This is an optimization exercise on Yosys and OpenROAD, whose aim is small area, a short achievable clock period and few clock cycles, not a production implementation.
Function was checked by simulation only, so behaviour that the tests miss may differ from the original.

==> flow/run.sh <==
#!/bin/bash
# synth_recipe.tcl (not shown) runs the flow's synth.tcl, then flattens the netlist and writes it again
# the make line also repeats each setting of config.mk as NAME=value (left out here)
make -C /OpenROAD-flow-scripts/flow DESIGN_CONFIG=/design/flow/config.mk WORK_HOME=/design/flow/orfs CLKGATE_MAP_FILE= SYNTH_SCRIPT=/design/flow/synth_recipe.tcl finish
==> flow/config.mk <==
export PLATFORM = sky130hd
export DESIGN_NAME = screlu_output_dot_product_core
export DESIGN_NICKNAME = screlu_output_dot_product_core
export VERILOG_FILES = /design/flow/design.v
export SDC_FILE = /design/flow/constraint.sdc
export NUM_CORES = 4
export LEC_CHECK = 0
export ABC_AREA = 1
export CAP_MARGIN = 20
export CORE_MARGIN = 2
export CORE_UTILIZATION = 40
export SETUP_SLACK_MARGIN = 4.9
export SLEW_MARGIN = 20
==> flow/constraint.sdc <==
create_clock -name core_clock -period 8.5 [get_ports {clk}]
set_input_delay 1.7000 -clock core_clock [delete_from_list [all_inputs] [get_ports {clk}]]
set_output_delay 1.7000 -clock core_clock [all_outputs]
set_load 0.01 [all_outputs]
==> flow/design.v <==
package scrod_pkg;
    localparam int QA_LIMIT_DEF    = 255;
    localparam int QB_SCALE_DEF    = 64;
    localparam int OUT_SCALE_DEF   = 400;
    localparam int NUM_BUCKETS_DEF = 8;
    localparam int ACT_W     = 16;
    localparam int WGT_W     = 8;
    localparam int BKT_W     = 3;
    localparam int SUM_W     = 32;
    localparam int EVAL_W    = 32;
    localparam int CFG_IDX_W = 3;
    localparam int CFG_DAT_W = 32;
endpackage
module scrod_d255_pre (
    input  logic [31:0] x,
    output logic [7:0]  p3,
    output logic [8:0]  p2,
    output logic [9:0]  p1,
    output logic [9:0]  p0
);
    logic [9:0] cs_s, cs_c;
    logic [9:0] d3, d2, d1, d0;
    assign d3 = {2'd0, x[31:24]};
    assign d2 = {2'd0, x[23:16]};
    assign d1 = {2'd0, x[15:8]};
    assign d0 = {2'd0, x[7:0]};
    assign p3 = x[31:24];
    assign p2 = 9'(d3 + d2);
    assign p1 = d3 + d2 + d1;
    assign cs_s = d3 ^ d2 ^ d1;
    assign cs_c = {(d3[8:0] & d2[8:0]) | (d3[8:0] & d1[8:0]) | (d2[8:0] & d1[8:0]), 1'b0};
    assign p0 = cs_s + cs_c + d0;
endmodule
module scrod_csa #(
    parameter int W = 8
) (
    input  logic [W-1:0] a,
    input  logic [W-1:0] b,
    input  logic [W-1:0] c,
    output logic [W-1:0] s,
    output logic [W-1:0] cy     
);
    logic [W-1:0] m;
    assign s  = a ^ b ^ c;
    assign m  = (a & b) | (a & c) | (b & c);
    assign cy = {m[W-2:0], 1'b0};
endmodule
module scrod_square (
    input  logic [7:0]  c,
    output logic [15:0] sq
);
    logic qs0, qc0, qs1, qc1, qs2, qc2, qs3, qc3, qs4, qc4, qs5, qc5, qs6, qc6, qs7, qc7, qs8, qc8, qs9, qc9, qs10, qc10, qs11, qc11, qs12, qc12, qs13, qc13, qs14, qc14;
    logic [15:0] ra, rb;
    assign qs0 = (c[0] & c[7]) ^ (c[1] & c[6]);
    assign qc0 = (c[0] & c[7]) & (c[1] & c[6]);
    assign qs1 = (c[0] & c[5]) ^ (c[1] & c[4]);
    assign qc1 = (c[0] & c[5]) & (c[1] & c[4]);
    assign qs2 = (c[0] & c[6]) ^ (c[1] & c[5]);
    assign qc2 = (c[0] & c[6]) & (c[1] & c[5]);
    assign qs3 = qs0 ^ (c[2] & c[5]) ^ (c[3] & c[4]);
    assign qc3 = (qs0 & (c[2] & c[5])) | (qs0 & (c[3] & c[4])) | ((c[2] & c[5]) & (c[3] & c[4]));
    assign qs4 = qc0 ^ (c[1] & c[7]) ^ (c[2] & c[6]);
    assign qc4 = (qc0 & (c[1] & c[7])) | (qc0 & (c[2] & c[6])) | ((c[1] & c[7]) & (c[2] & c[6]));
    assign qs5 = (c[2] & c[7]) ^ (c[3] & c[6]) ^ (c[4] & c[5]);
    assign qc5 = ((c[2] & c[7]) & (c[3] & c[6])) | ((c[2] & c[7]) & (c[4] & c[5])) | ((c[3] & c[6]) & (c[4] & c[5]));
    assign qs6 = (c[0] & c[3]) ^ (c[1] & c[2]);
    assign qc6 = (c[0] & c[3]) & (c[1] & c[2]);
    assign qs7 = (c[0] & c[4]) ^ (c[1] & c[3]);
    assign qc7 = (c[0] & c[4]) & (c[1] & c[3]);
    assign qs8 = qs1 ^ (c[2] & c[3]) ^ c[3];
    assign qc8 = (qs1 & (c[2] & c[3])) | (qs1 & c[3]) | ((c[2] & c[3]) & c[3]);
    assign qs9 = qc1 ^ qs2 ^ (c[2] & c[4]);
    assign qc9 = (qc1 & qs2) | (qc1 & (c[2] & c[4])) | (qs2 & (c[2] & c[4]));
    assign qs10 = qc2 ^ qs3 ^ c[4];
    assign qc10 = (qc2 & qs3) | (qc2 & c[4]) | (qs3 & c[4]);
    assign qs11 = qc3 ^ qs4 ^ (c[3] & c[5]);
    assign qc11 = (qc3 & qs4) | (qc3 & (c[3] & c[5])) | (qs4 & (c[3] & c[5]));
    assign qs12 = qc4 ^ qs5 ^ c[5];
    assign qc12 = (qc4 & qs5) | (qc4 & c[5]) | (qs5 & c[5]);
    assign qs13 = qc5 ^ (c[3] & c[7]) ^ (c[4] & c[6]);
    assign qc13 = (qc5 & (c[3] & c[7])) | (qc5 & (c[4] & c[6])) | ((c[3] & c[7]) & (c[4] & c[6]));
    assign qs14 = (c[4] & c[7]) ^ (c[5] & c[6]) ^ c[6];
    assign qc14 = ((c[4] & c[7]) & (c[5] & c[6])) | ((c[4] & c[7]) & c[6]) | ((c[5] & c[6]) & c[6]);
    assign ra = {1'b0, (c[6] & c[7]), qc14, qc13, qc12, qc11, qc10, qc9, qc8, qc7, qc6, qs6, (c[0] & c[2]), (c[0] & c[1]), 1'b0, c[0]};
    assign rb = {1'b0, c[7], (c[5] & c[7]), qs14, qs13, qs12, qs11, qs10, qs9, qs8, qs7, c[2], 1'b0, c[1], 1'b0, 1'b0};
    assign sq = ra + rb;
endmodule
module scrod_benc (
    input  logic [7:0] w,
    output logic [3:0] one,
    output logic [3:0] two,
    output logic [3:0] neg
);
    always_comb
    begin
        for (int j = 0; j < 4; j++)
        begin
            logic b_hi, b_mid, b_lo;
            b_hi   = w[2*j+1];
            b_mid  = w[2*j];
            b_lo   = (j == 0) ? 1'b0 : w[2*j-1];
            one[j] = b_mid ^ b_lo;
            two[j] = (b_hi & ~b_mid & ~b_lo) | (~b_hi & b_mid & b_lo);
            neg[j] = b_hi & ~(b_mid & b_lo);
        end
    end
endmodule
module scrod_bmul (
    input  logic [15:0] sq,
    input  logic [3:0]  one,
    input  logic [3:0]  two,
    input  logic [3:0]  neg,
    output logic [23:0] ps,     
    output logic [23:0] pc
);
    logic [16:0] sel [4];
    always_comb
    begin
        for (int j = 0; j < 4; j++)
            sel[j] = (({17{one[j]}} & {1'b0, sq}) | ({17{two[j]}} & {sq, 1'b0})) ^ {17{neg[j]}};
    end
    logic [23:0] r0, r1, r2, r3, r4;
    assign r0 = {4'd0, ~neg[0], neg[0], neg[0], sel[0]};
    assign r1 = {3'd0, 1'b1, ~neg[1], sel[1], 1'b0, neg[0]};
    assign r2 = {1'd0, 1'b1, ~neg[2], sel[2], 1'b0, neg[1], 2'd0};
    assign r3 = {~neg[3], sel[3], 1'b0, neg[2], 4'd0};
    assign r4 = {17'd0, neg[3], 6'd0};
    logic [23:0] s1, c1, s2, c2, s3, c3;
    scrod_csa #(.W(24)) u1 (.a(r0), .b(r1), .c(r2), .s(s1), .cy(c1));
    scrod_csa #(.W(24)) u2 (.a(s1), .b(c1), .c(r3), .s(s2), .cy(c2));
    scrod_csa #(.W(24)) u3 (.a(s2), .b(c2), .c(r4), .s(s3), .cy(c3));
    assign ps = s3;
    assign pc = c3;
endmodule
module screlu_output_dot_product_core #(
    parameter int QA_LIMIT    = scrod_pkg::QA_LIMIT_DEF,
    parameter int QB_SCALE    = scrod_pkg::QB_SCALE_DEF,
    parameter int OUT_SCALE   = scrod_pkg::OUT_SCALE_DEF,
    parameter int NUM_BUCKETS = scrod_pkg::NUM_BUCKETS_DEF
) (
    input  logic                                clk,
    input  logic                                rst_n,
    input  logic                                push,
    output logic                                full,
    input  logic signed [scrod_pkg::ACT_W-1:0]  activation,
    input  logic signed [scrod_pkg::WGT_W-1:0]  weight,
    input  logic [scrod_pkg::BKT_W-1:0]         bucket,
    input  logic                                last,
    output logic                                empty,
    input  logic                                pop,
    output logic signed [scrod_pkg::EVAL_W-1:0] eval,
    input  logic                                cfg_we,
    input  logic [scrod_pkg::CFG_IDX_W-1:0]     cfg_index,
    input  logic [scrod_pkg::CFG_DAT_W-1:0]     cfg_data
);
    localparam int NMAX = 5;
    logic       full_reg;
    logic [2:0] n_reg;           
    logic       accept;
    logic       popd;
    logic [2:0] n_next;
    assign accept = push && !full_reg;
    assign full   = full_reg;
    logic       v0_reg;
    logic [7:0] c0_reg;
    logic [7:0] w0_reg;
    logic [2:0] b0_reg;
    logic       l0_reg;
    logic [7:0] clamped;
    assign clamped = activation[15]      ? 8'd0 :
                     (|activation[14:8]) ? 8'hFF : activation[7:0];
    always_ff @(posedge clk)
    begin
        c0_reg <= accept ? clamped : 8'd0;
        w0_reg <= weight;
        b0_reg <= bucket;
        l0_reg <= last;
    end
    logic        v1_reg;
    logic [15:0] sq1_reg;
    logic [3:0]  bo1_reg, bt1_reg, bn1_reg;    
    logic [3:0]  bo_calc, bt_calc, bn_calc;
    logic [2:0]  b1_reg;
    logic        l1_reg;
    logic [15:0] sq_calc;
    scrod_square u_square (
        .c  (c0_reg),
        .sq (sq_calc)
    );
    always_ff @(posedge clk)
    begin
        sq1_reg <= sq_calc;
        bo1_reg <= bo_calc;
        bt1_reg <= bt_calc;
        bn1_reg <= bn_calc;
        b1_reg  <= b0_reg;
        l1_reg  <= l0_reg;
    end
    logic        vx_reg;
    logic [23:0] psx_reg, pcx_reg;    
    logic [2:0]  bx_reg;
    logic        lx_reg;
    logic [23:0] ps_calc, pc_calc;
    scrod_benc u_benc (
        .w   (w0_reg),
        .one (bo_calc),
        .two (bt_calc),
        .neg (bn_calc)
    );
    scrod_bmul u_bmul (
        .sq  (sq1_reg),
        .one (bo1_reg),
        .two (bt1_reg),
        .neg (bn1_reg),
        .ps  (ps_calc),
        .pc  (pc_calc)
    );
    always_ff @(posedge clk)
    begin
        psx_reg <= ps_calc;
        pcx_reg <= pc_calc;
        bx_reg  <= b1_reg;
        lx_reg  <= l1_reg;
    end
    logic        v2_reg;
    logic [23:0] p2_reg;
    logic [2:0]  b2_reg;
    logic        l2_reg;
    always_ff @(posedge clk)
    begin
        p2_reg <= psx_reg + pcx_reg;
        b2_reg <= bx_reg;
        l2_reg <= lx_reg;
    end
    logic [31:0] acc_reg;        
    logic        clo_reg;        
    logic        j3_reg;         
    logic [2:0]  b3_reg;
    logic [31:0] acc_base;
    assign acc_base = clo_reg ? 32'd0 : acc_reg;
    always_ff @(posedge clk)
    begin
        acc_reg <= acc_base + {{8{p2_reg[23]}}, p2_reg};
        b3_reg  <= b2_reg;
    end
    logic [31:0] bias_reg [8];
    logic [7:0]  bval_reg;       
    always_ff @(posedge clk)
    begin
        if (cfg_we)
            bias_reg[cfg_index] <= cfg_data;
    end
    logic        bv1_reg, bv2_reg, bv3_reg, bv4_reg;
    logic        adv1, adv2, adv3, adv4;
    logic [7:0]  a_p3_reg;
    logic [8:0]  a_p2_reg;
    logic [9:0]  a_p1_reg, a_p0_reg;
    logic        a_s_reg;
    logic [32:0] a_v_reg;
    logic [31:0] bsel;
    logic [7:0]  a_p3;
    logic [8:0]  a_p2;
    logic [9:0]  a_p1, a_p0;
    scrod_d255_pre u_pre_a (
        .x  (acc_reg),
        .p3 (a_p3),
        .p2 (a_p2),
        .p1 (a_p1),
        .p0 (a_p0)
    );
    always_comb
    begin
        bsel = '0;
        for (int i = 0; i < 8; i++)
            bsel = bsel | (bias_reg[i] & {32{bval_reg[i] && (b3_reg == 3'(i))}});
    end
    always_ff @(posedge clk)
    begin
        if (adv1)
        begin
            a_p3_reg <= a_p3;
            a_p2_reg <= a_p2;
            a_p1_reg <= a_p1;
            a_p0_reg <= a_p0;
            a_s_reg  <= acc_reg[31];
            a_v_reg  <= {bsel[31], bsel} + ({25'h1FEFEFF, 8'd0} & {33{acc_reg[31]}});
        end
    end
    logic [32:0] t2_reg;
    logic [1:0]  ff;
    logic [1:0]  fx;
    logic [32:0] ts1, tc1, ts2, tc2;
    logic        f1, f2, f3;
    always_comb
    begin
        if (a_s_reg)
        begin
            f1 = (a_p0_reg <= 10'd766);
            f2 = (a_p0_reg <= 10'd511);
            f3 = (a_p0_reg <= 10'd256);
        end
        else
        begin
            f1 = (a_p0_reg >= 10'd255);
            f2 = (a_p0_reg >= 10'd510);
            f3 = (a_p0_reg >= 10'd765);
        end
        ff = {f2, (f1 && !f2) || f3};
    end
    assign fx = ff ^ {2{a_s_reg}};
    scrod_csa #(.W(33)) u_t1 (
        .a  ({23'd0, a_p1_reg}),
        .b  ({16'd0, a_p2_reg, 8'd0}),
        .c  ({9'd0, a_p3_reg, 16'd0}),
        .s  (ts1),
        .cy (tc1)
    );
    scrod_csa #(.W(33)) u_t2 (
        .a  (ts1),
        .b  ({tc1[32:2], fx}),        
        .c  (a_v_reg),
        .s  (ts2),
        .cy (tc2)
    );
    always_ff @(posedge clk)
    begin
        if (adv2)
            t2_reg <= ts2 + tc2;
    end
    logic [7:0]  c_p3_reg;
    logic [8:0]  c_p2_reg;
    logic [9:0]  c_p1_reg, c_p0_reg;
    logic [11:0] c_gk_reg;
    logic        c_s_reg;
    logic [7:0]  c_p3;
    logic [8:0]  c_p2;
    logic [9:0]  c_p1, c_p0;
    logic [11:0] gk;
    always_comb
    begin
        case ({t2_reg[32], t2_reg[1:0]})
            3'b000:  gk = 12'd0;
            3'b001:  gk = 12'd6;
            3'b010:  gk = 12'd12;
            3'b011:  gk = 12'd18;
            3'b100:  gk = 12'd3289;
            3'b101:  gk = 12'd3296;
            3'b110:  gk = 12'd3302;
            default: gk = 12'd3308;
        endcase
    end
    scrod_d255_pre u_pre_c (
        .x  ({t2_reg[32], t2_reg[32:2]}),
        .p3 (c_p3),
        .p2 (c_p2),
        .p1 (c_p1),
        .p0 (c_p0)
    );
    always_ff @(posedge clk)
    begin
        if (adv3)
        begin
            c_p3_reg <= c_p3;
            c_p2_reg <= c_p2;
            c_p1_reg <= c_p1;
            c_p0_reg <= c_p0;
            c_gk_reg <= gk;
            c_s_reg  <= t2_reg[32];
        end
    end
    logic [24:0] m4_reg;
    logic [14:0] g4_reg;         
    logic [14:0] gv;
    logic [14:0] gs1, gc1, gs2, gc2;
    scrod_csa #(.W(15)) u_g1 (
        .a  ({1'b0, c_p0_reg, 4'd0}),
        .b  ({2'd0, c_p0_reg, 3'd0}),
        .c  ({5'd0, c_p0_reg}),
        .s  (gs1),
        .cy (gc1)
    );
    scrod_csa #(.W(15)) u_g2 (
        .a  (gs1),
        .b  (gc1),
        .c  ({3'd0, c_gk_reg}),
        .s  (gs2),
        .cy (gc2)
    );
    assign gv     = gs2 + gc2;
    always_ff @(posedge clk)
    begin
        if (adv4)
        begin
            m4_reg <= {15'd0, c_p1_reg} + {8'd0, c_p2_reg, 8'd0} + {1'b0, c_p3_reg, 16'd0}
                    + (25'd4631827 & {25{c_s_reg}});
            g4_reg <= gv;
        end
    end
    logic [26:0] e_calc;
    logic [26:0] m27;
    logic [8:0]  ghl;
    assign ghl = {2'd0, g4_reg[14:8]} + {1'b0, g4_reg[7:0]} + 9'd1;
    assign m27    = {2'd0, m4_reg};
    logic [26:0] es1, ec1, es2, ec2;
    scrod_csa #(.W(27)) u_e1 (
        .a  (m27 << 4),
        .b  (m27 << 3),
        .c  (m27),
        .s  (es1),
        .cy (ec1)
    );
    scrod_csa #(.W(27)) u_e2 (
        .a  (es1),
        .b  (ec1),
        .c  ({20'd0, g4_reg[14:8]}),
        .s  (es2),
        .cy (ec2)
    );
    assign e_calc = es2 + {ec2[26:1], ghl[8]};
    logic        o0v_reg;
    logic        emp_reg;        
    logic [26:0] o0_reg;
    logic        ofree;
    assign popd  = pop && o0v_reg;
    assign ofree = !o0v_reg || pop;
    assign adv4  = !(bv4_reg && o0v_reg) || pop;
    assign adv3  = !(bv3_reg && bv4_reg && o0v_reg) || pop;
    assign adv2  = !(bv2_reg && bv3_reg && bv4_reg && o0v_reg) || pop;
    assign adv1  = !(bv1_reg && bv2_reg && bv3_reg && bv4_reg && o0v_reg) || pop;
    always_ff @(posedge clk)
    begin
        if (ofree && bv4_reg)
            o0_reg <= e_calc;
    end
    logic       n_inc, n_dec;
    logic [2:0] n_up, n_down;
    logic       full_next;
    assign n_inc  = accept && last;
    assign n_dec  = popd;
    assign n_up   = n_reg + 3'd1;
    assign n_down = n_reg - 3'd1;
    always_comb
    begin
        if (n_inc && !n_dec)
        begin
            n_next    = n_up;
            full_next = (n_reg >= 3'(NMAX - 1));
        end
        else if (n_dec && !n_inc)
        begin
            n_next    = n_down;
            full_next = (n_reg >= 3'(NMAX + 1));
        end
        else
        begin
            n_next    = n_reg;
            full_next = (n_reg >= 3'(NMAX));
        end
    end
    always_ff @(posedge clk or negedge rst_n)
    begin
        if (!rst_n)
        begin
            full_reg <= 1'b0;
            n_reg    <= 3'd0;
            v0_reg   <= 1'b0;
            v1_reg   <= 1'b0;
            vx_reg   <= 1'b0;
            v2_reg   <= 1'b0;
            clo_reg  <= 1'b1;
            j3_reg   <= 1'b0;
            bval_reg <= 8'd0;
            bv1_reg  <= 1'b0;
            bv2_reg  <= 1'b0;
            bv3_reg  <= 1'b0;
            bv4_reg  <= 1'b0;
            o0v_reg  <= 1'b0;
            emp_reg  <= 1'b1;
        end
        else
        begin
            full_reg <= full_next;
            n_reg    <= n_next;
            v0_reg   <= accept;
            v1_reg   <= v0_reg;
            vx_reg   <= v1_reg;
            v2_reg   <= vx_reg;
            if (v2_reg)
                clo_reg <= l2_reg;
            j3_reg   <= v2_reg && l2_reg;
            if (cfg_we)
                bval_reg[cfg_index] <= 1'b1;
            if (adv1)
                bv1_reg <= j3_reg;
            if (adv2)
                bv2_reg <= bv1_reg;
            if (adv3)
                bv3_reg <= bv2_reg;
            if (adv4)
                bv4_reg <= bv3_reg;
            if (ofree)
            begin
                o0v_reg <= bv4_reg;
                emp_reg <= !bv4_reg;
            end
        end
    end
    assign empty = emp_reg;
    assign eval  = {{5{o0_reg[26]}}, o0_reg};
endmodule
==> results of run 1 <==
## metal layers
metal | share of wire | vias up | GRT usage
met5 | 0.00034 | - | 0
met4 | 0.027 | 4 | 0.0523
met3 | 0.036 | 127 | 0.0252
met2 | 0.49 | 481 | 0.305
met1 | 0.45 | 11800 | 0.216
li1 | - | 12600 | -
## cells by family (layout without fill, tap and decap cells)
| group | count (synthesis) | after routing |
|---|---|---|
| and+or+nand+nor | 1111 | 1112 |
| DFF | 654 | 654 |
| AOI/OAI and AO/OA | 559 | 559 |
| buffers and inverters | 558 | 767 |
| adders and majority gates | 450 | 450 |
| xor gates and xnor gates | 257 | 257 |
| muxes | 2 | 2 |
| other | 0 | 1 |
## area by class of cell
cell class	count	area (sq um)
clock inverters	37	420
well taps	1186	1480
repair buffers	126	1270
multi-input cells	2380	17100
repair inverters	6	38.8
inverters	499	1900
clock buffers	99	2070
diodes	1	2.50
fillers	8478	49400
flip-flops and latches	654	17900
## per-stage QoR
stage	setup WS [ps]	utilization
finish	5010	0.460
global route	4850	0.460
CTS	4900	0.458
detailed placement	2690	0.429
global placement	2720	0.429
floorplan	3880	-
## worst max-delay path, stage by stage
cell and delay, ps:
sky130_fd_sc_hd__clkdlybuf4s50_1 460, sky130_fd_sc_hd__nor2_4 140, sky130_fd_sc_hd__inv_2 60, sky130_fd_sc_hd__nor2_4 230, sky130_fd_sc_hd__clkinvlp_4 190, sky130_fd_sc_hd__nor2_4 250, sky130_fd_sc_hd__clkinvlp_4 180, sky130_fd_sc_hd__nor2_4 120
sky130_fd_sc_hd__buf_12 150, sky130_fd_sc_hd__buf_4 130, sky130_fd_sc_hd__clkinvlp_4 90, sky130_fd_sc_hd__buf_12 160
## final timing paths
path	start	to	slack (ps)
worst max-delay path	pop	t2_reg[29]	5010
max in group asynchronous	rst_n	o0v_reg	6770
worst min-delay path	psx_reg[0]	p2_reg[0]	320
min in group asynchronous	rst_n	bval_reg[2]	1130
worst max register to register	a_p0_reg[6]	t2_reg[19]	5120
worst min register to register	psx_reg[0]	p2_reg[0]	320
## cell usage after synthesis (all sizes together) (52+ instances only)
master,count
a21oi,231
nor2,224
nand2,646
ha,325
xor2,188
fa,125
inv,499
nand3,147
o21ai,122
o22ai,52
xnor2,69
edfxtp,468
dfxtp,162
## what timing repair did
item | 4_1_cts | 5_1_grt
buffers inserted | 6 | 3
resized for setup | 18 | 33
pin swaps | 4 | 7
gates cloned | 5 | 2
setup endpoints to repair | 159 | 116
==> parameters.txt, run 1 <==
Parameter                              Value

Outcome
  Outcome  timing/DRC/antenna clean

Cells and area
  Most frequent standard cell in the layout excluding fill and tap cells    sky130_fd_sc_hd__nand2_1
  Ratio of cells with drive above 1 in the final layout    0.0555
  Finished Cell Area    42100 sq um
  Fin nets    4259
  Max reg flops    256
  Post-Layout Cell Count    4988
  Layout overhead on the synthesized area    14.4%
  Leading cell types in the layout, fill and taps excluded    sky130_fd_sc_hd__nand2_1 (641), sky130_fd_sc_hd__inv_1 (493), sky130_fd_sc_hd__edfxtp_1 (468)

Timing
  Fin. Hold Viols    0
  Post-Route Setup TNS    0 ps
  WHS    325 ps
  Period utilization    0.410
  Clock period minus final worst setup slack    3490 ps
  Clock tree skew after final layout    38.5 ps
  Rel. slew slack    0.395
  Fmax    287 MHz
  RSZ-0062 raised after global routing    true
  Worst Tran Pin Value    907 ps
  Final setup violation count    0
  Final Max Tran Viols    0

Synthesis
  Synthesis Warnings    4
  Xor-xnor portion of the synthesized cell area    0.0611
  Area share of fa/ha/maj cells after synthesis    0.178
  Net count after synthesis    4109
  Async set-reset flop share out of synthesis    0.0367
  Count of cell types in the netlist    57
  Part of the Yosys area used for sequential elements    0.486
  Area contributors post-synth    sky130_fd_sc_hd__edfxtp_1 (38%), sky130_fd_sc_hd__ha_1 (11%), sky130_fd_sc_hd__dfxtp_1 (8.8%)
  Combinational family with the most area after synthesis    adder cells
  Simple-gate share of the synthesized area    0.125
  Post-synthesis instance area    36800 sq um
  Number of enable-type register cells in the synthesized netlist    468
  Leading register cell type out of synthesis    sky130_fd_sc_hd__edfxtp_1
  Number of instances in the synthesized netlist    3591
  Synth Register Bits    654
  Library cell occupying the most area in the post-synthesis netlist    sky130_fd_sc_hd__edfxtp_1
  Mux share of post-synthesis cell area    0.000577
  Synth top area share    0.382
  Post-synthesis average cell area    10.3 sq um
  Compound-gate portion of the synthesized area    0.0913

Floorplanning
  Rows    111
  Die X-Extent    307 um
  Total I/O pin count    102
  Initial core utilization    0.402
  Die Ht    307 um
  Total core area    91500 sq um
  Die area    94500 sq um

CTS
  Cts bufs inserted    74
  Worst-case clock buffer depth    3
  Clk slew on worst S/H paths    50 ps
  Number of sinks driven by the clock tree    654
  Max H-tree Level    3
  Clock latency at the later pin of the worst-skew pair    650 ps
  Number of hold-repair buffers added at the cts stage    0
  Root buf cell    sky130_fd_sc_hd__clkbuf_16
  CTS tree    done

Worst setup path
  Count of cells along the worst register-to-register path    16
  Type of the worst setup path    in2reg
  Type of destination of the critical path    register
  Critical path data required time    8880 ps
  Top fanout value on the critical path    17
  Worst Path Arrival    3870 ps
  Launching element type of the critical path    input pin

Routing
  Total routed wirelength    80000 um
  Initial detailed-routing violation count    1426
  Average routed wire per standard cell    16.0 um
  Remaining antenna violation count    0
  DRC    0
  Via Count    24900
  Ratio of routed vias to standard cells    5.00
  Total iterations of the first detailed-routing run    6

Placed design
  Weighted congestion at the end of routability-driven global placement    0.894
  Placed instance area    39300 sq um
  Final HPWL from detailed placement    58900 um
  Number of input and output port buffers inserted    101
  Cell count after placement    4834

Job
  Maximum capacitance violations    0

Hold path
  Worst hold path stage count    0
  Worst min-delay path class    reg2reg

Global routing
  Wire length of the first global-routing pass    130000 um
  Maximum number of pins on one net before global-route repair    72
  GRT overflow    0
  Total GRT Usage    0.172
  Vias in the first global route    25200
  Number of antenna violations at the first check in global routing    3
Testbench counts, summed over its fixed seeds: cycles 37,149.
==> run 2, diff against run 1 <==
--- a/flow/config.mk
+++ b/flow/config.mk
@@ -9,5 +9,5 @@
 export CAP_MARGIN = 20
 export CORE_MARGIN = 2
 export CORE_UTILIZATION = 40
-export SETUP_SLACK_MARGIN = 4.9
+export SETUP_SLACK_MARGIN = 5.0
 export SLEW_MARGIN = 20
==> run 2 against run 1 <==
Routed wire length grew 1.0%. Sequential share of layout area shrank 0.14 points. Final area grew 0.34%. Die area is the same. Maximum frequency grew 2.8%.
==> parameters.txt, run 2 <==
Parameter                              Value

Cells and area
  Post-Layout Cell Count    4995 (+0.14%)
  Fin nets    4266 (+0.16%)
  Finished Cell Area    42300 sq um (+0.34%)
  Leading cell types in the layout, fill and taps excluded    sky130_fd_sc_hd__nand2_1 (638), sky130_fd_sc_hd__inv_1 (492), sky130_fd_sc_hd__edfxtp_1 (468)
  Layout overhead on the synthesized area    14.8%
  Most frequent standard cell in the layout excluding fill and tap cells    sky130_fd_sc_hd__nand2_1
  Combined flip-flop and latch cell area    17900 sq um (about the same)
  Post-route core utilization    0.462 (+0.00156)
  Area used by multi-input combinational logic    17100 sq um (+0.17%)
  Ratio of cells with drive above 1 in the final layout    0.0620 (+0.00646)
  Layout fillers    8484 (+0.071%)
  Max reg flops    256 (unchanged)

Global routing
  Maximum number of pins on one net before global-route repair    37 (-49%)
  GRT overflow    0 (unchanged)
  Wire length of the first global-routing pass    130000 um (-0.14%)
  Vias in the first global route    25100 (-0.48%)
  Number of antenna violations at the first check in global routing    2 (-1)
  Total GRT Usage    0.172 (+0.000279)

Synthesis
  Area contributors post-synth    sky130_fd_sc_hd__edfxtp_1 (38%), sky130_fd_sc_hd__ha_1 (11%), sky130_fd_sc_hd__dfxtp_1 (8.8%)
  Async set-reset flop share out of synthesis    0.0367 (unchanged)
  Net count after synthesis    4109 (unchanged)
  Synth top area share    0.382 (unchanged)
  Number of enable-type register cells in the synthesized netlist    468 (unchanged)
  Part of the Yosys area used for sequential elements    0.486 (unchanged)
  Count of cell types in the netlist    57 (unchanged)
  Most frequent cells after synthesis    sky130_fd_sc_hd__nand2_1 (643), sky130_fd_sc_hd__inv_1 (497), sky130_fd_sc_hd__edfxtp_1 (468)
  Most repeated cell in the gate-level netlist after synthesis    sky130_fd_sc_hd__nand2_1
  Synth Register Bits    654 (unchanged)
  Library cell occupying the most area in the post-synthesis netlist    sky130_fd_sc_hd__edfxtp_1
  Synthesis Warnings    4 (unchanged)
  Number of instances in the synthesized netlist    3591 (unchanged)
  Post-synthesis average cell area    10.3 sq um (unchanged)
  Leading register cell type out of synthesis    sky130_fd_sc_hd__edfxtp_1
  Post-synthesis instance area    36800 sq um (unchanged)

Worst setup path
  Top fanout value on the critical path    2 (-15)
  Sequence of cells on the critical path    clkdlybuf4s50_1
  Cell with the largest stage delay on the worst path    sky130_fd_sc_hd__dfstp_2
  Type of destination of the critical path    output port
  Cell type group with the largest total delay on the critical path    flip-flops
  R2r endpoint    t2_reg[23]
  Worst Path Arrival    1690 ps (-2180 ps)
  Critical register-to-register path startpoint    a_p0_reg[6]
  Setup slack on the worst flop-to-flop path    5210 ps (+90 ps)
  Critical path launch point    emp_reg
  CP Capture Point    empty
  Number of cells on the critical path    1 (-11)
  Critical path data required time    6800 ps (-2080 ps)
  Launching element type of the critical path    register
  Number of buffers and inverters on the critical path    1 (-7)
  Type of the worst setup path    reg2out
  Highest cell delay on the worst timing path    530 ps (+70 ps)
  Count of cells along the worst register-to-register path    16 (unchanged)

Timing
  Post-Route Setup TNS    0 ps (unchanged)
  Clock period minus final worst setup slack    3390 ps (-94.3 ps)
  Clock tree skew after final layout    51.1 ps (+12.6 ps)
  Fin. Hold Viols    0 (unchanged)
  Worst Tran Pin Value    898 ps (-9.12 ps)
  WHS    326 ps (+1.09 ps)
  Fmax    295 MHz (+2.8%)
  Final Max Tran Viols    0 (unchanged)
  Final setup violation count    0 (unchanged)
  Worst Slack Setup Final    5110 ps (+94.3 ps)
  RSZ-0062 raised after global routing    false
  Rel. slew slack    0.401 (+0.00609)
  Period utilization    0.399 (-0.0111)

Floorplanning
  Total core area    91500 sq um (unchanged)
  Die area    94500 sq um (unchanged)
  Die X-Extent    307 um (unchanged)
  Initial core utilization    0.402 (unchanged)
  Total I/O pin count    102 (unchanged)
  Rows    111 (unchanged)
  Die Ht    307 um (unchanged)

Placed design
  Pre-CTS WS    2720 ps (+34.5 ps)
  Weighted congestion at the end of routability-driven global placement    0.886 (-0.87%)
  Placed instance area    39300 sq um (+0.13%)
  Cell count after placement    4837 (+0.062%)
  Final HPWL from detailed placement    58600 um (-0.55%)
  Number of input and output port buffers inserted    101 (unchanged)

CTS
  Clk slew on worst S/H paths    50 ps (about the same)
  Max H-tree Level    3 (unchanged)
  Worst-case clock buffer depth    3 (unchanged)
  Cts bufs inserted    74 (unchanged)
  CTS tree    done
  Number of sinks driven by the clock tree    654 (unchanged)
  Number of hold-repair buffers added at the cts stage    0 (unchanged)
  Root buf cell    sky130_fd_sc_hd__clkbuf_16
  Clock latency at the later pin of the worst-skew pair    670 ps (+20 ps)

Job
  Maximum capacitance violations    0 (unchanged)

Outcome
  Outcome  timing/DRC/antenna clean

Routing
  Total routed wirelength    80800 um (+1.0%)
  Average routed wire per standard cell    16.2 um (+0.88%)
  Via Count    25000 (+0.41%)
  Ratio of routed vias to standard cells    5.01 (+0.26%)
  Initial detailed-routing violation count    1476 (+3.5%)
  Total iterations of the first detailed-routing run    5 (-1)
  DRC    0 (unchanged)
  Remaining antenna violation count    0 (unchanged)

Hold path
  Worst min-delay path class    reg2reg
[run 2: cell counts after synthesis]
Identical to the previous run, type by type.
[run 2: cells by family (layout without fill, tap and decap cells)]
logic type	Yosys count	in the layout	synth area share
flops	654	654	0.486
simple gates	1111	1112	0.125
mux	2	2	0.000577
buf+inv	558	774	0.0581
other cells	0	1	0
fa+ha+maj	450	450	0.178
compound gates	559	559	0.0913
xor+xnor	257	257	0.0611
[run 2: how the worst min path moves through the flow]
stage / cells after the start / slack, ps / startpoint / endpoint
after floorplan: 0 / 310 / b0_reg[0] / b1_reg[0]
after global placement: 0 / 310 / bx_reg[1] / b2_reg[1]
after detailed placement: 0 / 310 / bx_reg[1] / b2_reg[1]
after CTS: 0 / 330 / bx_reg[2] / b2_reg[2]
after global routing: 0 / 330 / bx_reg[2] / b2_reg[2]
final: 0 / 330 / l1_reg / lx_reg
[run 2: what timing repair did]
item / in CTS / in global routing
gates cloned: 6 / 2
setup endpoints to repair: 171 / 39
pin swaps: 4 / 11
setup buffers: 7 / 6
gates resized for setup: 20 / 42
[run 2: area by class of cell]
class | count | area share
Timing Repair inverter | 6 | 0.000917
Antenna cell | 1 | 0.0000592
Timing Repair Buffer | 133 | 0.0318
Multi-Input combinational cell | 2380 | 0.404
Clock buffer | 92 | 0.0465
Inverter | 499 | 0.0450
Tap cell | 1186 | 0.0351
Clock inverter | 44 | 0.0134
Sequential cell | 654 | 0.423
[run 2: worst register-to-register path: cells and delay by family (launching register included)]
family,cells,cell delay (ps)
DFF,1,350
buffers and inverters,2,130
AOI/OAI and AO/OA,6,1070
adders and majority gates,3,1030
and+or+nand+nor,5,470
[run 2: per-layer routing]
layer	track usage	vias to the layer above	wire length, um
met3	0.0246	129	3160
met1	0.217	11800	35700
met4	0.0597	2	2430
li1	-	12600	-
met2	0.302	516	39500
met5	0	-	13
==> run 3, diff against run 2 <==
--- a/flow/config.mk
+++ b/flow/config.mk
@@ -9,5 +9,7 @@
 export CAP_MARGIN = 20
 export CORE_MARGIN = 2
 export CORE_UTILIZATION = 40
+export CTS_CLUSTER_DIAMETER = 100
+export CTS_CLUSTER_SIZE = 30
 export SETUP_SLACK_MARGIN = 5.0
 export SLEW_MARGIN = 20
==> run 3 against run 2 <==
Core utilization fell by 1.7 points. Synthesized cell count did not move. Worst hold slack improved by 13 ps. Largest cell class unchanged.
==> parameters.txt, run 3 <==
Parameter                              Value

Outcome
  Outcome  timing/DRC/antenna clean

Floorplanning
  Die area    94500 sq um (unchanged)
  Die X-Extent    307 um (unchanged)
  Initial core utilization    0.402 (unchanged)
  Total core area    91500 sq um (unchanged)
  Total I/O pin count    102 (unchanged)
  Rows    111 (unchanged)
  Die Ht    307 um (unchanged)

Timing
  Post-Route Setup TNS    0 ps (unchanged)
  Rel. slew slack    0.397 (-0.00319)
  Clock tree skew after final layout    57.4 ps (+6.30 ps)
  WHS    338 ps (+12.6 ps)
  Fmax    294 MHz (-0.15%)
  Worst Tran Pin Value    899 ps (+1.07 ps)
  Final setup violation count    0 (unchanged)
  Clock period minus final worst setup slack    3400 ps (+5.19 ps)
  RSZ-0062 raised after global routing    true
  Final Max Tran Viols    0 (unchanged)
  Fin. Hold Viols    0 (unchanged)
  Period utilization    0.400 (+0.000611)

Global routing
  Wire length of the first global-routing pass    128000 um (-1.8%)
  Vias in the first global route    24600 (-2.1%)
  GRT overflow    0 (unchanged)
  Number of antenna violations at the first check in global routing    2 (unchanged)
  Maximum number of pins on one net before global-route repair    37 (unchanged)
  Total GRT Usage    0.167 (-0.00503)

Synthesis
  Net count after synthesis    4109 (unchanged)
  Number of instances in the synthesized netlist    3591 (unchanged)
  Synth Register Bits    654 (unchanged)
  Post-synthesis instance area    36800 sq um (unchanged)
  Most frequent cells after synthesis    sky130_fd_sc_hd__nand2_1 (643), sky130_fd_sc_hd__inv_1 (497), sky130_fd_sc_hd__edfxtp_1 (468)
  Count of cell types in the netlist    57 (unchanged)
  Most repeated cell in the gate-level netlist after synthesis    sky130_fd_sc_hd__nand2_1
  Part of the Yosys area used for sequential elements    0.486 (unchanged)
  Synth top area share    0.382 (unchanged)
  Area contributors post-synth    sky130_fd_sc_hd__edfxtp_1 (38%), sky130_fd_sc_hd__ha_1 (11%), sky130_fd_sc_hd__dfxtp_1 (8.8%)
  Number of enable-type register cells in the synthesized netlist    468 (unchanged)
  Post-synthesis average cell area    10.3 sq um (unchanged)
  Synthesis Warnings    4 (unchanged)
  Async set-reset flop share out of synthesis    0.0367 (unchanged)
  Leading register cell type out of synthesis    sky130_fd_sc_hd__edfxtp_1
  Library cell occupying the most area in the post-synthesis netlist    sky130_fd_sc_hd__edfxtp_1

Routing
  Ratio of routed vias to standard cells    5.00 (-0.27%)
  Total iterations of the first detailed-routing run    5 (unchanged)
  Via Count    24500 (-2.0%)
  Total routed wirelength    78900 um (-2.3%)
  Initial detailed-routing violation count    1490 (+0.95%)
  DRC    0 (unchanged)
  Average routed wire per standard cell    16.1 um (-0.64%)
  Remaining antenna violation count    0 (unchanged)

CTS
  Number of sinks driven by the clock tree    654 (unchanged)
  CTS tree    done
  Max H-tree Level    1 (-2)
  Root buf cell    sky130_fd_sc_hd__clkbuf_16
  Worst-case clock buffer depth    3 (unchanged)
  Clk slew on worst S/H paths    110 ps (+60 ps)
  Cts bufs inserted    30 (-59%)
  Clock latency at the later pin of the worst-skew pair    680 ps (about the same)

Worst setup path
  Number of buffers and inverters on the critical path    1 (unchanged)
  Type of destination of the critical path    output port
  Sequence of cells on the critical path    clkdlybuf4s50_1
  Critical register-to-register path startpoint    b3_reg[1]
  Count of cells along the worst register-to-register path    20 (+4)
  Setup slack on the worst flop-to-flop path    5200 ps (about the same)
  Launching element type of the critical path    register
  Critical path data required time    6800 ps (about the same)
  Type of the worst setup path    reg2out
  Worst Path Arrival    1700 ps (about the same)
  Cell with the largest stage delay on the worst path    sky130_fd_sc_hd__dfstp_2
  Highest cell delay on the worst timing path    540 ps (about the same)
  R2r endpoint    a_v_reg[32]
  Cell type group with the largest total delay on the critical path    flip-flops
  Top fanout value on the critical path    2 (unchanged)

Cells and area
  Layout overhead on the synthesized area    10.7%
  Finished Cell Area    40800 sq um (-3.6%)
  Ratio of cells with drive above 1 in the final layout    0.0411 (-0.0209)
  Leading cell types in the layout, fill and taps excluded    sky130_fd_sc_hd__nand2_1 (640), sky130_fd_sc_hd__inv_1 (492), sky130_fd_sc_hd__edfxtp_1 (468)
  Most frequent standard cell in the layout excluding fill and tap cells    sky130_fd_sc_hd__nand2_1
  Post-route core utilization    0.445 (-0.0166)
  Layout fillers    8609 (+1.5%)
  Max reg flops    256 (unchanged)
  Fin nets    4217 (-1.1%)
  Combined flip-flop and latch cell area    17900 sq um (about the same)
  Area used by multi-input combinational logic    17100 sq um (about the same)

Placed design
  Placed instance area    39300 sq um (unchanged)
  Number of input and output port buffers inserted    101 (unchanged)
  Final HPWL from detailed placement    58600 um (unchanged)
  Weighted congestion at the end of routability-driven global placement    0.886 (unchanged)

Hold path
  Hold Path End    b1_reg[0]
  Worst hold path stage count    0 (unchanged)
  Worst min-delay path class    reg2reg
  Start point of the worst min-delay path    b0_reg[0]

Job
  Maximum capacitance violations    0 (unchanged)
-- run 3: per-stage QoR --
stage               setup WS, ps  instances
finish                      5100       4910
global route                4930       4910
CTS                         5000       4904
detailed placement          2720       4837
global placement            2720       4835
floorplan                   3880       3591
-- run 3: worst max path at each step --
stage	slack, ps	start	endpoint	cells after the start
floorplan	3880	pop	t2_reg[0]	8
global placement	2720	pop	t2_reg[27]	9
detailed placement	2720	pop	t2_reg[27]	9
CTS	5000	pop	t2_reg[3]	10
global route	4930	b3_reg[0]	a_v_reg[27]	24
finish	5100	emp_reg	empty	1
-- run 3: cell type report --
type	count	share of cell area
multi-input combinational	2380	0.419
antenna	1	0.0000614
clock inverter	14	0.00546
tap	1186	0.0364
sequential	654	0.439
clock buffer	42	0.0200
timing repair buffer	129	0.0325
timing repair inverter	5	0.000737
inverter	499	0.0471
-- run 3: metal layers --
layer / share of wire / wire length [um] / vias up / GRT usage
met4: 0.022 / 1750 / 2 / 0.0421
met3: 0.035 / 2730 / 96 / 0.0165
met2: 0.49 / 38600 / 444 / 0.298
met5: 0.00020 / 16 / - / 0
met1: 0.45 / 35800 / 11600 / 0.217
li1: - / - / 12400 / -
-- run 3: repair_timing --
action,in CTS,in global routing
endpoints found under the setup margin,168,57
setup buffers,5,4
cloned,6,1
resized for setup,19,37
hold buffers,0,0
pin swaps,4,8
-- run 3: cells by family after synthesis --
family,count (synthesis),share of synthesized area
fa+ha+maj,450,0.178
flops,654,0.486
xor+xnor,257,0.0611
buf+inv,558,0.0581
mux,2,0.000577
compound gates,559,0.0913
simple gates,1111,0.125
==> run 4, diff against run 3 <==
==> flow/flow/run.sh (new file) <==
#!/bin/bash
# Layout flow: the standard flow (standard synthesis, floorplan, placement, CTS,
# routing, finish) unchanged, except that the port buffers are sky130_fd_sc_hd__buf_2
# cells instead of the flow's default choice. Every port still gets its buffer.
set -euo pipefail
export BUFFER_PORTS_ARGS="-buffer_cell sky130_fd_sc_hd__buf_2"
bash standard.sh finish > standard_flow.log 2>&1
==> flow/standard.sh (new file) <==
#!/bin/bash
# synth_recipe.tcl (not shown) runs the flow's synth.tcl, then flattens the netlist and writes it again
# the make line also repeats each setting of config.mk as NAME=value (left out here)
make -C /OpenROAD-flow-scripts/flow DESIGN_CONFIG=/design/flow/config.mk WORK_HOME=/design/flow/orfs CLKGATE_MAP_FILE= SYNTH_SCRIPT=/design/flow/synth_recipe.tcl "${@:-finish}"
--- a/flow/config.mk
+++ b/flow/config.mk
@@ -9,7 +9,5 @@
 export CAP_MARGIN = 20
 export CORE_MARGIN = 2
 export CORE_UTILIZATION = 40
-export CTS_CLUSTER_DIAMETER = 100
-export CTS_CLUSTER_SIZE = 30
 export SETUP_SLACK_MARGIN = 5.0
 export SLEW_MARGIN = 20
removed: flow/run.sh
==> run 4 against run 3 <==
Die area did not move. Global-route usage is 0.37 points higher. Area after synthesis unchanged. Clock skew fell by 22 ps.
==> parameters.txt, run 4 <==
Parameter                              Value

Timing
  Final Max Tran Viols    0 (unchanged)
  Clock tree skew after final layout    35.5 ps (-22.0 ps)
  RSZ-0062 raised after global routing    true
  Final setup violation count    0 (unchanged)
  Period utilization    0.385 (-0.0142)
  Post-Route Setup TNS    0 ps (unchanged)
  Worst Tran Pin Value    936 ps (+37.2 ps)
  Worst Slack Setup Final    5220 ps (+121 ps)
  Fin. Hold Viols    0 (unchanged)
  Clock period minus final worst setup slack    3280 ps (-121 ps)
  Rel. slew slack    0.375 (-0.0224)
  Fmax    305 MHz (+3.7%)

Synthesis
  Post-synthesis average cell area    10.3 sq um (unchanged)
  Count of cell types in the netlist    57 (unchanged)
  Area contributors post-synth    sky130_fd_sc_hd__edfxtp_1 (38%), sky130_fd_sc_hd__ha_1 (11%), sky130_fd_sc_hd__dfxtp_1 (8.8%)
  Number of instances in the synthesized netlist    3591 (unchanged)
  Post-synthesis instance area    36800 sq um (unchanged)
  Synth Register Bits    654 (unchanged)
  Library cell occupying the most area in the post-synthesis netlist    sky130_fd_sc_hd__edfxtp_1
  Number of enable-type register cells in the synthesized netlist    468 (unchanged)
  Leading register cell type out of synthesis    sky130_fd_sc_hd__edfxtp_1
  Async set-reset flop share out of synthesis    0.0367 (unchanged)
  Synthesis Warnings    4 (unchanged)
  Synth top area share    0.382 (unchanged)
  Most frequent cells after synthesis    sky130_fd_sc_hd__nand2_1 (643), sky130_fd_sc_hd__inv_1 (497), sky130_fd_sc_hd__edfxtp_1 (468)
  Part of the Yosys area used for sequential elements    0.486 (unchanged)
  Most repeated cell in the gate-level netlist after synthesis    sky130_fd_sc_hd__nand2_1
  Net count after synthesis    4109 (unchanged)

Floorplanning
  Die area    94500 sq um (unchanged)
  Die Ht    307 um (unchanged)
  Total core area    91500 sq um (unchanged)
  Die X-Extent    307 um (unchanged)
  Total I/O pin count    102 (unchanged)
  Rows    111 (unchanged)
  Initial core utilization    0.402 (unchanged)

Placed design
  Pre-CTS WS    3070 ps (+346 ps)
  Final HPWL from detailed placement    58600 um (about the same)
  Number of input and output port buffers inserted    101 (unchanged)
  Weighted congestion at the end of routability-driven global placement    0.875 (-1.2%)

Worst setup path
  Cell with the largest stage delay on the worst path    sky130_fd_sc_hd__clkinvlp_2
  Critical path data required time    8610 ps (+1810 ps)
  Type of the worst setup path    in2reg
  Count of cells along the worst register-to-register path    23 (+15%)
  Type of destination of the critical path    register
  Highest cell delay on the worst timing path    760 ps (+220 ps)
  Number of cells on the critical path    7 (+6)
  Top fanout value on the critical path    22 (+20)
  Launching element type of the critical path    input pin
  Most common cell on crit path    sky130_fd_sc_hd__nor2_4
  Cell type group with the largest total delay on the critical path    buffers and inverters
  Number of buffers and inverters on the critical path    4 (+3)
  Sequence of cells on the critical path    buf_2 > nor2_4 > inv_2 > nor2_4 > clkinvlp_4 > nor2_4 > clkinvlp_2
  Worst Path Arrival    3390 ps (+1690 ps)

Hold path
  Worst hold path stage count    0 (unchanged)
  Worst min-delay path class    reg2reg

Cells and area
  Max reg flops    256 (unchanged)
  Area used by multi-input combinational logic    17000 sq um (-0.10%)
  Most frequent standard cell in the layout excluding fill and tap cells    sky130_fd_sc_hd__nand2_1
  Combined flip-flop and latch cell area    17900 sq um (about the same)
  Ratio of cells with drive above 1 in the final layout    0.0834 (+0.0423)
  Layout fillers    8611 (+0.023%)
  Antenna cells    0 (-1)
  Leading cell types in the layout, fill and taps excluded    sky130_fd_sc_hd__nand2_1 (638), sky130_fd_sc_hd__inv_1 (492), sky130_fd_sc_hd__edfxtp_1 (468)
  Fin nets    4257 (+0.95%)
  Layout overhead on the synthesized area    12.8%

Global routing
  Wire length of the first global-routing pass    129000 um (+1.2%)
  GRT overflow    0 (unchanged)
  Number of antenna violations at the first check in global routing    7 (+5)
  Total GRT Usage    0.171 (+0.00370)
  Vias in the first global route    24800 (+1.2%)
  Maximum number of pins on one net before global-route repair    72 (+95%)

Routing
  DRC    0 (unchanged)
  Total routed wirelength    80000 um (+1.4%)
  Initial detailed-routing violation count    1352 (-9.3%)
  Total iterations of the first detailed-routing run    5 (unchanged)
  Average routed wire per standard cell    16.0 um (-0.18%)
  Ratio of routed vias to standard cells    4.99 (about the same)
  Remaining antenna violation count    0 (unchanged)
  Via Count    24900 (+1.5%)

CTS
  Cts bufs inserted    74 (+150%)
  Worst-case clock buffer depth    3 (unchanged)
  CTS tree    done
  Root buf cell    sky130_fd_sc_hd__clkbuf_16
  Clock latency at the later pin of the worst-skew pair    640 ps (-40 ps)
  Number of hold-repair buffers added at the cts stage    0 (unchanged)
  Clk slew on worst S/H paths    60 ps (-50 ps)
  Max H-tree Level    3 (+2)
  Number of sinks driven by the clock tree    654 (unchanged)

Job
  Maximum capacitance violations    0 (unchanged)

Outcome
  Outcome  timing/DRC/antenna clean
==> run 4: cell counts after synthesis <==
Identical to the previous run, type by type.
==> run 4: final timing paths <==
path | startpoint | to | slack [ps]
setup reg to reg | bval_reg[0] | a_v_reg[25] | 5230
hold reg to reg | b1_reg[0] | bx_reg[0] | 320
min in group asynchronous | rst_n | bval_reg[1] | 1150
setup / recovery | pop | c_p1_reg[1] | 5220
max in group asynchronous | rst_n | n_reg[1] | 6750
hold / removal | b1_reg[0] | bx_reg[0] | 320
==> run 4: worst register-to-register path, delay by kind of cell, from the launching register on <==
kind	cells	cell delay, ps
buffers and inverters	2	280
AOI/OAI and AO/OA	3	500
adders and majority gates	1	370
and+or+nand+nor	17	1520
DFF	1	360
==> run 4: per-layer routing <==
layer,track usage,share of wire,up-vias
met5,0,0.0010,-
met4,0.0488,0.022,12
met3,0.0282,0.046,143
met2,0.303,0.49,485
met1,0.214,0.44,11700
li1,-,-,12500
==> run 4: logic make-up after synthesis <==
family,after synthesis,synth area share
AO/OA/AOI/OAI,559,0.0913
buffers and inverters,558,0.0581
AND/OR/NAND/NOR,1111,0.125
flip-flops,654,0.486
XOR/XNOR,257,0.0611
adder cells (fa/ha/maj),450,0.178
multiplexers,2,0.000577
==> run 4: cell type report <==
type,instances,area share
clock buffers,90,0.0473
flip-flops and latches,654,0.431
inverters,499,0.0459
repair inverters,5,0.000663
multi-input cells,2379,0.410
repair buffers,126,0.0182
clock inverters,47,0.0107
well taps,1186,0.0357
==> run 4: through the flow <==
stage	cells	hold WS, ps	utilization	area [sq um]
floorplan	3591	310	-	36900
global placement	4835	311	0.424	38800
detailed placement	4835	312	0.424	38800
CTS	4982	325	0.452	41400
global route	4986	328	0.454	41500
finish	4986	322	0.454	41500
==> run 4: timing repair <==
action,4_1_cts,5_1_grt
cloned,5,1
pin swaps,5,2
endpoints found under the setup margin,173,38
resized for setup,23,36
setup buffers,5,3
==> run 5, diff against run 4 <==
==> flow/flow/run.sh (replaced) <==
#!/bin/bash
# Layout flow: the standard flow (standard synthesis, floorplan, placement, CTS,
# routing, finish) run whole through standard.sh, with two changes to how the layout
# is made: the port buffers are sky130_fd_sc_hd__buf_2 cells instead of the flow's
# default choice (every port still gets its buffer), and timing repair aims for a
# setup slack margin of SETUP_MARGIN ns. The clock period and constraints are the standard flow's.
set -euo pipefail
SETUP_MARGIN=5.3
export BUFFER_PORTS_ARGS="-buffer_cell sky130_fd_sc_hd__buf_2"
bash standard.sh SETUP_SLACK_MARGIN=$SETUP_MARGIN finish > standard_flow.log 2>&1
--- a/flow/config.mk
+++ b/flow/config.mk
@@ -9,5 +9,7 @@
 export CAP_MARGIN = 20
 export CORE_MARGIN = 2
 export CORE_UTILIZATION = 40
+export CTS_CLUSTER_DIAMETER = 100
+export CTS_CLUSTER_SIZE = 30
 export SETUP_SLACK_MARGIN = 5.0
 export SLEW_MARGIN = 20
==> run 5 against run 4 <==
Clock skew increased by 18 ps. First-iteration DRC count increased by 7.8%. Final cell count decreased by 0.12%. Critical path type is now reg2reg. Highest routed layer unchanged.
==> parameters.txt, run 5 <==
Parameter                              Value

Outcome
  Outcome  timing/DRC/antenna clean

Synthesis
  Post-synthesis average cell area    10.3 sq um (unchanged)
  Post-synthesis instance area    36800 sq um (unchanged)
  Synth Register Bits    654 (unchanged)
  Number of enable-type register cells in the synthesized netlist    468 (unchanged)
  Area contributors post-synth    sky130_fd_sc_hd__edfxtp_1 (38%), sky130_fd_sc_hd__ha_1 (11%), sky130_fd_sc_hd__dfxtp_1 (8.8%)
  Synth top area share    0.382 (unchanged)
  Library cell occupying the most area in the post-synthesis netlist    sky130_fd_sc_hd__edfxtp_1
  Most frequent cells after synthesis    sky130_fd_sc_hd__nand2_1 (643), sky130_fd_sc_hd__inv_1 (497), sky130_fd_sc_hd__edfxtp_1 (468)
  Net count after synthesis    4109 (unchanged)
  Number of instances in the synthesized netlist    3591 (unchanged)
  Most repeated cell in the gate-level netlist after synthesis    sky130_fd_sc_hd__nand2_1
  Count of cell types in the netlist    57 (unchanged)
  Leading register cell type out of synthesis    sky130_fd_sc_hd__edfxtp_1
  Synthesis Warnings    4 (unchanged)
  Async set-reset flop share out of synthesis    0.0367 (unchanged)
  Part of the Yosys area used for sequential elements    0.486 (unchanged)

Floorplanning
  Rows    111 (unchanged)
  Die Ht    307 um (unchanged)
  Initial core utilization    0.402 (unchanged)
  Total core area    91500 sq um (unchanged)
  Total I/O pin count    102 (unchanged)
  Die area    94500 sq um (unchanged)
  Die X-Extent    307 um (unchanged)

Worst setup path
  Top fanout value on the critical path    4 (-82%)
  Launching element type of the critical path    register
  Cell with the largest stage delay on the worst path    sky130_fd_sc_hd__fa_1
  Highest cell delay on the worst timing path    460 ps (-300 ps)
  Type of the worst setup path    reg2reg
  Worst Path Arrival    3630 ps (+240 ps)
  Count of cells along the worst register-to-register path    16 (-30%)
  Number of cells on the critical path    16 (+9)
  Sequence of cells on the critical path    nand4_1 > nor2_2 > nand3_1 > a21oi_2 > nor2_1 > fa_1 > inv_2 > ha_4 > inv_2 > fa_2 > o21ai_4 > a21boi_2 > o21ai_2 > a21oi_2 > o211ai_1 > nand2_1
  Critical path data required time    8910 ps (+300 ps)
  Number of buffers and inverters on the critical path    2 (-2)
  Cell type group with the largest total delay on the critical path    compound AO/OA/AOI/OAI gates
  Type of destination of the critical path    register

Global routing
  Number of antenna violations at the first check in global routing    8 (+1)
  Maximum number of pins on one net before global-route repair    37 (-49%)
  Vias in the first global route    24800 (-0.36%)
  Total GRT Usage    0.169 (-0.00153)
  Wire length of the first global-routing pass    129000 um (+0.11%)
  GRT overflow    0 (unchanged)

Timing
  Worst Tran Pin Value    925 ps (-11.6 ps)
  Final setup violation count    0 (unchanged)
  Period utilization    0.378 (-0.00697)
  Fmax    311 MHz (+1.8%)
  WHS    334 ps (+12.5 ps)
  RSZ-0062 raised after global routing    true
  Rel. slew slack    0.380 (+0.00523)
  Final Max Tran Viols    0 (unchanged)
  Post-Route Setup TNS    0 ps (unchanged)
  Clock tree skew after final layout    53.3 ps (+17.8 ps)
  Clock period minus final worst setup slack    3220 ps (-59.3 ps)
  Fin. Hold Viols    0 (unchanged)

Routing
  Remaining antenna violation count    0 (unchanged)
  Total iterations of the first detailed-routing run    7 (+2)
  Ratio of routed vias to standard cells    5.03 (+0.71%)
  DRC    0 (unchanged)
  Via Count    25000 (+0.59%)
  Total routed wirelength    81600 um (+2.0%)
  Initial detailed-routing violation count    1458 (+7.8%)
  Average routed wire per standard cell    16.4 um (+2.2%)

Hold path
  Worst min-delay path class    reg2reg
  Worst hold path stage count    0 (unchanged)

Placed design
  Weighted congestion at the end of routability-driven global placement    0.873 (-0.25%)
  Final HPWL from detailed placement    59000 um (+0.73%)
  Placed instance area    38800 sq um (about the same)
  Number of input and output port buffers inserted    101 (unchanged)

Job
  Maximum capacitance violations    0 (unchanged)

Cells and area
  Leading cell types in the layout, fill and taps excluded    sky130_fd_sc_hd__nand2_1 (629), sky130_fd_sc_hd__inv_1 (482), sky130_fd_sc_hd__edfxtp_1 (468)
  Most frequent standard cell in the layout excluding fill and tap cells    sky130_fd_sc_hd__nand2_1
  Post-route core utilization    0.453 (-0.000793)
  Fin nets    4287 (+0.70%)
  Max reg flops    256 (unchanged)
  Finished Cell Area    41500 sq um (-0.17%)
  Ratio of cells with drive above 1 in the final layout    0.115 (+0.0313)
  Layout overhead on the synthesized area    12.6%

CTS
  Number of sinks driven by the clock tree    654 (unchanged)
  Clock latency at the later pin of the worst-skew pair    660 ps (+20 ps)
  Cts bufs inserted    30 (-59%)
  Worst-case clock buffer depth    3 (unchanged)
  Max H-tree Level    1 (-2)
  CTS tree    done
  Root buf cell    sky130_fd_sc_hd__clkbuf_16
  Clk slew on worst S/H paths    120 ps (+60 ps)
  Number of hold-repair buffers added at the cts stage    0 (unchanged)
==> run 5: cell type report <==
cell class,count,area (sq um)
Antenna cell,1,2.50
Clock buffer,43,813
Clock inverter,13,191
Fill cell,8529,50100
Inverter,499,1930
Multi-Input combinational cell,2381,17700
Sequential cell,654,17900
Tap cell,1186,1480
Timing Repair Buffer,196,1410
Timing Repair inverter,7,47.5
==> run 5: worst reg2reg max path, delay by kind of cell (launching register included) <==
family	cells	cell delay, ps
AND/OR/NAND/NOR	5	530
AO/OA/AOI/OAI	6	1000
adder cells (fa/ha/maj)	3	970
flip-flops	1	380
buffers and inverters	2	120
==> run 5: through the flow <==
stage | setup WS (ps) | std cells
2_1_floorplan | 3880 | 3591
3_3_place_gp | 3060 | 4836
3_5_place_dp | 3070 | 4836
4_1_cts | 5280 | 4929
5_1_grt | 5040 | 4980
6_report | 5280 | 4980
==> run 5: cells by family (layout without fill, tap and decap cells) <==
family,Yosys count,count (layout),share of synthesized area
buf+inv,558,758,0.0581
simple gates,1111,1113,0.125
flops,654,654,0.486
other cells,0,1,0
compound gates,559,559,0.0913
xor+xnor,257,257,0.0611
mux,2,2,0.000577
fa+ha+maj,450,450,0.178
==> run 5: worst paths after layout <==
check	from	endpoint	slack (ps)
min in group asynchronous	rst_n	bval_reg[6]	1100
worst min register to register	b2_reg[2]	b3_reg[2]	330
max in group asynchronous	rst_n	o0v_reg	6760
worst max-delay path	a_p0_reg[6]	t2_reg[23]	5280
worst min-delay path	b2_reg[2]	b3_reg[2]	330
worst max register to register	a_p0_reg[6]	t2_reg[23]	5280
==> run 5: routing by layer <==
layer,vias up,GRT usage,part of all wire
li1,12600,-,-
met1,11800,0.215,0.44
met2,508,0.307,0.50
met3,107,0.0160,0.038
met4,8,0.0448,0.023
met5,-,0,0.00059
==> run 5: what timing repair did <==
item | in CTS | in global routing
setup buffers | 29 | 44
gates cloned | 8 | 6
gates resized for setup | 80 | 136
pin swaps | 16 | 48
setup endpoints to repair | 205 | 74

static timing again, ports no longer ideal:
The results above use ideal ports. As a check the final layouts listed here were re-extracted and re-timed, cells and wires unchanged.
Step 1 assumes that a clkbuf_16 drives the clock port and a buf_2 every other input.
Step 2, shift: input delay + t, output delay - t, t = (earliest + latest rising clock arrival at the registers) / 2. This alone moves slack from input paths to output paths.
a / b / c = ideal ports / drivers / drivers and shift; a / b = the first two.
| run | t (ns) | setup slack, ns | worst setup path after step 2 | worst slew at a driven data input, ns |
|---|---|---|---|---|
| run 1 | 0.701 | 5.014 / 5.054 / 4.353 | input to register | 0.12 |
| run 2 | 0.711 | 5.108 / 5.041 / 4.440 | input to register | 0.13 |
| run 3 | 0.718 | 5.103 / 5.036 / 4.455 | input to register | 0.13 |
| run 4 | 0.696 | 5.224 / 5.228 / 4.574 | input to register | 0.10 |
| run 5 | 0.700 | 5.283 / 5.283 / 4.819 | input to register | 0.10 |
After both steps setup and hold are still met in every run listed. The setup slack of run 2, which loses most, moves by -0.067 ns with the drivers and by -0.668 ns with both steps.
